Background: an optimization exercise with open tools, aiming at small area, a short achievable clock period and few clock cycles per item. Do not read the settings as production practice.
At most, simulation tests tie the RTL to the original design; equivalence was not proved.

## nickel
Design led_pattern_generator_unit, start of the top module:
module led_pattern_generator_unit (
    input  logic        clk,
    input  logic        rst_n,
    input  logic        cfg_we,
    input  logic [2:0]  cfg_index,
    input  logic [15:0] cfg_data,
    input  logic        in_valid,
    output logic        in_ready,
    input  logic [31:0] now_ms,
    output logic        out_valid,
    input  logic        out_ready,
    output logic [9:0]  pwm_level,
    output logic [6:0]  brightness_pct
);
Size: ~3,300 cells after synthesis, roughly 440 flip-flops, roughly 0.029 sq mm of cells after synthesis.
==> flow/config.mk <==
export PLATFORM = sky130hd
export DESIGN_NAME = led_pattern_generator_unit
export DESIGN_NICKNAME = led_pattern_generator_unit
export VERILOG_FILES = /design/flow/design.v
export SDC_FILE = /design/flow/constraint.sdc
export NUM_CORES = 4
export LEC_CHECK = 0
export ABC_AREA = 1
export CAP_MARGIN = 20
export CORE_MARGIN = 2
export CORE_UTILIZATION = 55
export CTS_CLUSTER_DIAMETER = 100
export CTS_CLUSTER_SIZE = 25
export PLACE_DENSITY = 0.8
export SETUP_SLACK_MARGIN = 5
export SLEW_MARGIN = 20
export TNS_END_PERCENT = 10
==> flow/constraint.sdc <==
create_clock -name core_clock -period 9.0 [get_ports {clk}]
set_input_delay 1.8000 -clock core_clock [delete_from_list [all_inputs] [get_ports {clk}]]
set_output_delay 1.8000 -clock core_clock [all_outputs]
set_load 0.01 [all_outputs]
standard.sh (not shown) runs the stock make flow with config.mk's settings and CLKGATE_MAP_FILE= SYNTH_SCRIPT=/design/flow/synth_recipe.tcl, a recipe that flattens the netlist after the stock synthesis.
==> flow/flow/run.sh <==
#!/bin/bash
set -euo pipefail
bash standard.sh SETUP_SLACK_MARGIN=5.7 finish > standard_flow.log 2>&1
Testbench counts of nickel, summed over its fixed seeds: cycles 8,930, items 8,000.
Input-level comparison between pepper and nickel:
diff --git a/flow/design.v b/flow/design.v
--- a/flow/design.v
+++ b/flow/design.v
@@ -320,37 +320,27 @@
             assign rem_b[j]  = (j == 0) ? num_a[j][23:7] : rem_a[j];
             assign num_b[j]  = num_a[j];
             assign quo_b[j]  = quo_a[j];
             assign sel_b[j]  = sel_a[j];
             assign kind_b[j] = kind_a[j];
             assign v_b[j]    = v_a[j];
         end
     end
     for (genvar j = 0; j < 7; j++) begin : g_step
         logic [15:0] den;
         logic        qbit;
-        logic        nb;
         assign den = sel_b[j] ? inhale_reg : exhale_reg;
-        if (j == 4) begin : g_nb2
-            assign nb = sel_b[j] ? inhale_reg[2] : exh_m1_reg[2];
-        end else if (j == 5) begin : g_nb1
-            assign nb = sel_b[j] ? inhale_reg[1] : exh_m1_reg[1];
-        end else if (j < 4) begin : g_nbn
-            assign nb = num_b[j][6 - j];
-        end else begin : g_nb0
-            assign nb = 1'b0;
-        end
         lpg_div_step u_step (
             .rem_in   (rem_b[j]),
             .den      (den),
-            .next_bit (nb),
+            .next_bit ((j < 6) ? num_b[j][6 - j] : 1'b0),
             .q        (qbit),
             .rem_out  (rem_a[j + 1])
         );
         always_comb
         begin
             quo_a[j + 1]         = quo_b[j];
             quo_a[j + 1][6 - j]  = qbit;
         end
         assign num_a[j + 1]  = num_b[j];
         assign sel_a[j + 1]  = sel_b[j];
         assign kind_a[j + 1] = kind_b[j];
## What came out
Diff nickel -> pepper: growth of design area from synthesis to finish shows an increase of 0.30 points, number of instances in the synthesized netlist fell by 76, final critical-path setup slack was more or less identical, number of distinct library cells after synthesis increased by 5 relative to the old numbers, final area was more or less identical.
Any difference in die area between pepper and nickel is small enough to ignore.
pepper ended up with sky130_fd_sc_hd__dfrtp_4 as its standard cell with the maximum stage delay on the critical path; nickel ended up with sky130_fd_sc_hd__fa_1.
Between pepper and nickel, it is pepper whose routed wire length on met2 is lower, by about 4%.
Testbench counts of pepper, summed over its fixed seeds: cycles 8,930, items 8,000.


## rev 12
Another version of the RTL of led_pattern_generator_unit (not shown whole).
Size in the first run: roughly 3,600 cells after synthesis, ~430 flip-flops, roughly 75 I/O pins, roughly 0.030 mm² of cells after synthesis.
clock: 9.0 ns
lec_check: 0
abc_area: 1
cap_margin: 20
core_margin: 2
core_utilization: 40
slew_margin: 20
run.sh (not shown) runs the stock make flow with config.mk's settings and CLKGATE_MAP_FILE= SYNTH_SCRIPT=/design/flow/synth_recipe.tcl, a recipe that flattens the netlist after the stock synthesis.
Stock flow here: none of the scripts above is used.
--- input diff rev 12..rev 13 ---
diff --git a/flow/design.v b/flow/design.v
--- a/flow/design.v
+++ b/flow/design.v
@@ -45,19 +45,19 @@
     input  logic [15:0] cfg_data,
     input  logic        in_valid,
     output logic        in_ready,
     input  logic [31:0] now_ms,
     output logic        out_valid,
     input  logic        out_ready,
     output logic [9:0]  pwm_level,
     output logic [6:0]  brightness_pct
 );
-    localparam logic [7:0] DIV_CUT = 8'b0111_1111;
+    localparam logic [7:0] DIV_CUT = 8'b0101_0101;
     logic [2:0]  mode_reg;
     logic [15:0] slow_on_reg;
     logic [15:0] slow_off_reg;
     logic [15:0] fast_half_reg;
     logic [15:0] inhale_reg;
     logic [15:0] exhale_reg;
     logic [15:0] pause_reg;
     logic        mode_clear;
     always_ff @(posedge clk or negedge rst_n)
@@ -78,22 +78,26 @@
                 CFG_FAST_HALF: fast_half_reg <= cfg_data;
                 CFG_INHALE:    inhale_reg    <= cfg_data;
                 CFG_EXHALE:    exhale_reg    <= cfg_data;
                 CFG_PAUSE:     pause_reg     <= cfg_data;
                 default:       ;
             endcase
         end
     end
     assign mode_clear = cfg_we && (cfg_index == CFG_MODE) && (cfg_data[2:0] != mode_reg);
+    logic [16:0] ramp_sum_reg;    
     logic [17:0] cycle_reg;       
+    logic [23:0] fall_off_reg;    
     always_ff @(posedge clk)
     begin
-        cycle_reg <= 18'(inhale_reg) + 18'(exhale_reg) + 18'(pause_reg);
+        ramp_sum_reg <= 17'(inhale_reg) + 17'(exhale_reg);
+        cycle_reg    <= 18'(inhale_reg) + 18'(exhale_reg) + 18'(pause_reg);
+        fall_off_reg <= 24'(exhale_reg) - 24'd1 - (24'(inhale_reg) * 24'd200);
     end
     logic adv;         
     logic skid_v;
     assign adv      = !skid_v;
     assign in_ready = !skid_v;
     logic [31:0] t0;
     logic        v0;
     always_ff @(posedge clk)
     begin
@@ -104,51 +108,37 @@
         if (!rst_n)   v0 <= 1'b0;
         else if (adv) v0 <= in_valid;
     end
     logic [31:0] last_change_reg;    
     logic        lit_reg;            
     logic [31:0] elapsed;
     logic        touch;
     logic        restart;
     logic [1:0]  kind1;
-    logic [17:0] thr;            
-    logic        thr_eq;         
-    logic [32:0] thr_cmp;
-    logic        cmp;
     assign elapsed = t0 - last_change_reg;
-    always_comb
-    begin
-        thr_eq = 1'b0;
-        case (mode_reg)
-            MODE_SLOW: thr = lit_reg ? 18'(slow_on_reg) : 18'(slow_off_reg);
-            MODE_FAST: begin
-                thr    = 18'(fast_half_reg);
-                thr_eq = 1'b1;
-            end
-            default:   thr = cycle_reg;
-        endcase
-    end
-    assign thr_cmp = {1'b0, elapsed} + {1'b0, ~{14'd0, thr}} + 33'(thr_eq);
-    assign cmp     = thr_cmp[32];
-    assign restart = cmp;
+    assign restart = (elapsed > 32'(cycle_reg));
     always_comb
     begin
         touch = 1'b0;
         kind1 = K_KEEP;
         case (mode_reg)
             MODE_OFF: kind1 = K_ZERO;
             MODE_ON:  kind1 = K_FULL;
-            MODE_SLOW, MODE_FAST: begin
-                touch = cmp;
-                kind1 = (lit_reg ^ cmp) ? K_FULL : K_ZERO;
+            MODE_SLOW: begin
+                touch = lit_reg ? (elapsed > 32'(slow_on_reg)) : (elapsed > 32'(slow_off_reg));
+                kind1 = (lit_reg ^ touch) ? K_FULL : K_ZERO;
+            end
+            MODE_FAST: begin
+                touch = (elapsed >= 32'(fast_half_reg));
+                kind1 = (lit_reg ^ touch) ? K_FULL : K_ZERO;
             end
             MODE_BREATHE: begin
-                touch = cmp;
+                touch = restart;
                 kind1 = K_DIV;
             end
             default: ;
         endcase
     end
     always_ff @(posedge clk or negedge rst_n)
     begin
         if (!rst_n) begin
             last_change_reg <= '0;
@@ -177,35 +167,30 @@
             restart1  <= restart;
             kind1_reg <= kind1;
         end
     end
     always_ff @(posedge clk or negedge rst_n)
     begin
         if (!rst_n)   v1 <= 1'b0;
         else if (adv) v1 <= v0;
     end
-    logic [18:0] past_inh;       
-    logic [18:0] past_ramps;     
     logic        below_inh;
     logic        below_ramps;
-    logic [15:0] x2;
-    logic [15:0] d2;
+    logic [23:0] num_rise;
+    logic [23:0] num_fall;
     logic [23:0] num2;
     logic        sel2;           
     logic [1:0]  kind2;
-    assign past_inh    = {1'b0, e1} - {3'b0, inhale_reg};
-    assign below_inh   = past_inh[18];
-    assign past_ramps  = {1'b0, past_inh[17:0]} - {3'b0, exhale_reg};
-    assign below_ramps = below_inh || past_ramps[18];
-    assign x2          = below_inh ? e1[15:0] : past_inh[15:0];
-    assign d2          = below_inh ? inhale_reg : exhale_reg;
-    assign num2        = (24'(x2) << 7) + (24'(x2) << 6) + (24'(x2) << 3) + 24'(d2)
-                         - 24'(!below_inh);
+    assign below_inh   = (e1 < 18'(inhale_reg));
+    assign below_ramps = (e1 < 18'(ramp_sum_reg));
+    assign num_rise    = (24'(e1) * 24'd200) + 24'(inhale_reg);
+    assign num_fall    = (24'(e1) * 24'd200) + fall_off_reg;
+    assign num2        = below_inh ? num_rise : num_fall;
     assign sel2        = below_inh;
     always_comb
     begin
         kind2 = kind1_reg;
         if (kind1_reg == K_DIV) begin
             if (restart1) begin
                 if (inhale_reg != 16'd0)      kind2 = K_ZERO;
                 else if (exhale_reg != 16'd0) kind2 = K_FULL;
                 else                          kind2 = K_KEEP;
==> run summary <==
No run among rev 13 and rev 12 stopped early or left any final violation; all are clean.
[compare] base=rev 12 new=rev 13: clock period minus worst slack went down, die area now larger.
Changes observed in rev 13 relative to rev 12: met2 track utilization from global routing -0.37 points; smallest hold slack +13 ps; via-per-instance ratio -about 1.1%.
[compare] base=rev 12 new=rev 13: final standard cell utilization of the core went down by 0.39 points; minimum setup slack after placement climbed 800 ps; synthesized area climbed about 7.5%.
No run of this note included a check of the RTL's function; only the layout flow was run.

## port drivers added, routing unchanged
How much do the figures lean on ideal ports? The routed layouts below were timed once more, with nothing changed but the port constraints.
Step 1, drivers: a clkbuf_16 drives clk and a buf_2 each remaining input, both assumed.
Step 2, shift: input delay + t, output delay - t, t = (earliest + latest rising clock arrival at the registers) / 2. This alone moves slack from input paths to output paths.
Slacks: ideal / step 1 / step 2; pairs: ideal / step 1.
run | shift t [ns] | slack for setup (ns) | worst setup path at the end
nickel | 0.637 | 5.382 / 5.382 / 5.115 | input to register
pepper | 0.642 | 5.380 / 5.380 / 5.114 | input to register
rev 12 | 0.663 | 1.933 / 1.933 / 1.933 | register to register
rev 13 | 0.661 | 2.823 / 2.823 / 2.823 | register to register
After both steps every run listed still meets setup and hold. For nickel, which loses most, drivers alone change the setup slack by 0.000 ns; drivers and shift together by -0.267 ns.
